What follows belongs to an exercise in optimizing a design on an open flow for small area, a short achievable clock period and few clock cycles per item; a production flow would make more cautious choices.
In this exercise RTL edits were held to simulation tests only and were not proved equivalent to the original.

Design stepper_ramp_pwm_rate_generator_top, start of the top module:
module stepper_ramp_pwm_rate_generator_top (
    input  wire logic        clk,
    input  wire logic        rst_n,
    input  wire logic        cfg_we,
    input  wire logic [1:0]  cfg_addr,
    input  wire logic [27:0] cfg_wdata,
    input  wire logic        s_tvalid,
    output logic             s_tready,
    input  wire logic [55:0] s_tdata,
    output logic             m_tvalid,
    input  wire logic        m_tready,
    output logic [63:0]      m_tdata
);
    logic [15:0] max_rate_reg;
    logic [15:0] ramp_step_reg;
    logic [15:0] ramp_interval_reg;
    logic [27:0] sys_clock_reg;
    always_ff @(posedge clk or negedge rst_n)
    begin
        if (!rst_n)
        begin
            max_rate_reg      <= 16'd65535;
            ramp_step_reg     <= 16'd100;
            ramp_interval_reg <= 16'd10;
            sys_clock_reg     <= 28'd125000000;
        end
        else if (cfg_we)
        begin
            case (cfg_addr)
                2'd0:    max_rate_reg      <= cfg_wdata[15:0];
                2'd1:    ramp_step_reg     <= cfg_wdata[15:0];
                2'd2:    ramp_interval_reg <= cfg_wdata[15:0];
  ...
Size: about 2900 cells after synthesis, ~26000 um2 of cells after synthesis.
make LEC_CHECK=0 CAP_MARGIN=20 CORE_MARGIN=2 CORE_UTILIZATION=40 CTS_BUF_LIST='sky130_fd_sc_hd__clkbuf_4 sky130_fd_sc_hd__clkbuf_8' CTS_CLUSTER_SIZE=30 SETUP_SLACK_MARGIN=2.5 SLEW_MARGIN=20 finish   # period 8.0 ns
run.sh (not shown) runs the stock make flow with config.mk's settings and CLKGATE_MAP_FILE= SYNTH_SCRIPT=/design/flow/synth_recipe.tcl, a recipe that flattens the netlist after the stock synthesis.
Testbench counts at the start, summed over its fixed seeds: cycles 6,290, items 2,000.
Edit:
- SETUP_SLACK_MARGIN: 2.5 -> 1.5
Result: The new run went through all stages and came out clean. Core utilization falls by 2.8 points. Worst setup slack is worse by 0.71 ns. Cell area falls by 5.7%. Hold slack is worse by 0.030 ns. Synthesized area does not change. Die area is unchanged. Wire length falls by 4.2%.

* * *

stepper_ramp_pwm_rate_generator_top again, from the RTL that the note above started with.
Settings: LEC_CHECK=0, CAP_MARGIN=20, CORE_MARGIN=2, CORE_UTILIZATION=40, CTS_BUF_LIST=sky130_fd_sc_hd__clkbuf_4 sky130_fd_sc_hd__clkbuf_8, CTS_CLUSTER_SIZE=30, SETUP_SLACK_MARGIN=2.0, SLEW_MARGIN=20; clock period 8.0 ns.
The starting point ran to the end with no violations.
Testbench counts at the start, summed over its fixed seeds: cycles 6,290, items 2,000.
Change:
==> flow/flow/run.sh (new file) <==
#!/bin/bash
# Standard layout, except that the port buffers are the smallest plain
# buffer (buf_1) instead of the delay buffer buffer_ports picks by default.
set -euo pipefail
export BUFFER_PORTS_ARGS="-buffer_cell sky130_fd_sc_hd__buf_1"
bash standard.sh > orfs_make.log 2>&1
==> flow/standard.sh (new file) <==
#!/bin/bash
# synth_recipe.tcl (not shown) runs the flow's synth.tcl, then flattens the netlist and writes it again
# the make line also repeats each setting of config.mk as NAME=value (left out here)
make -C /OpenROAD-flow-scripts/flow DESIGN_CONFIG=/design/flow/config.mk WORK_HOME=/design/flow/orfs CLKGATE_MAP_FILE= SYNTH_SCRIPT=/design/flow/synth_recipe.tcl "${@:-finish}"
removed: flow/run.sh
Hold slack gains 0.035 ns. Non-clock buffer count goes down by 10. Final cell count is about the same. Die area is unchanged. Final area decreases by 3.4%. Clock-buffer cell count fell by 11. Setup slack improved by 0.035 ns.

* * *

## oak
stepper_ramp_pwm_rate_generator_top, a different RTL version from the one above (not shown whole).
For scale: roughly 2,800 cells after synthesis, about 310 flip-flops, ~160 I/O pins.
export LEC_CHECK = 0
export CAP_MARGIN = 20
export CORE_MARGIN = 2
export CORE_UTILIZATION = 40
export CTS_BUF_LIST = sky130_fd_sc_hd__clkbuf_4 sky130_fd_sc_hd__clkbuf_8
export CTS_CLUSTER_SIZE = 30
export SETUP_SLACK_MARGIN = 3.0
export SLEW_MARGIN = 20
create_clock -name core_clock -period 8.0 [get_ports {clk}]
standard.sh (not shown) runs the stock make flow with config.mk's settings and CLKGATE_MAP_FILE= SYNTH_SCRIPT=/design/flow/synth_recipe.tcl, a recipe that flattens the netlist after the stock synthesis.
==> flow/flow/run.sh <==
#!/bin/bash
# Standard layout, except that the port buffers are the smallest plain
# buffer (buf_1) instead of the delay buffer buffer_ports picks by default.
set -euo pipefail
export BUFFER_PORTS_ARGS="-buffer_cell sky130_fd_sc_hd__buf_1"
bash standard.sh > orfs_make.log 2>&1
oak completed every stage of the flow, and the final layout passed the timing, design-rule and antenna checks.
Testbench counts of oak, summed over its fixed seeds: cycles 6,059, items 2,000.
> inputs changed (oak -> pine)
- SETUP_SLACK_MARGIN now 2.5, was 3.0
[summary]
pine closes out successfully: all stages finished, all timing, DRC and antenna checks passed. Summary: with oak as the reference, clock buffer count in pine moved down slightly. Looking at area added between synthesis and finish across pine and oak, the one that comes out lower is pine. In terms of number of multi-input logic gates, pine and oak differ only marginally. pine drops fewer vias than oak.
Edits applied to the flow inputs when going from pine to birch:
- changing CORE_UTILIZATION from 40 to 50
## What came out
Looking only at total routing usage reported by global routing, and setting everything else aside, the lower value of pine and birch goes to pine.

[what the ideal ports hide]
The results above use ideal ports. As a check the final layouts listed here were re-extracted and re-timed, cells and wires unchanged. Step 1 sets driving cells, clkbuf_16 on the clock port and buf_2 on the other inputs (assumed; they add their load-dependent delay and slew). Step 2 moves the port delays by t, midway between the first and last clock arrival at a register: inputs arrive t later, outputs are due t later. That takes back most of the time a late clock gives input paths. a / b / c = no drivers / after step 1 / after step 2; a / b = the first two.
run | t (ns) | setup slack, ns | slew at the worst register clock pin (ns)
the first run of note 1 | 0.736 | 2.469 / 2.469 / 1.859 | 0.08 / 0.08
the second run of note 1 | 0.726 | 1.759 / 1.759 / 1.208 | 0.07 / 0.07
the first run of note 2 | 0.728 | 2.166 / 2.166 / 1.564 | 0.07 / 0.07
the second run of note 2 | 0.724 | 2.201 / 2.201 / 1.631 | 0.07 / 0.07
oak | 0.730 | 2.483 / 2.483 / 2.314 | 0.07 / 0.07
pine | 0.718 | 2.443 / 2.443 / 2.010 | 0.08 / 0.08
birch | 0.726 | 2.542 / 2.542 / 1.977 | 0.07 / 0.07
After both steps every run listed still meets setup and hold. The setup slack of the first run of note 1, which loses most, moves by 0.000 ns with the drivers and by -0.610 ns with both steps.
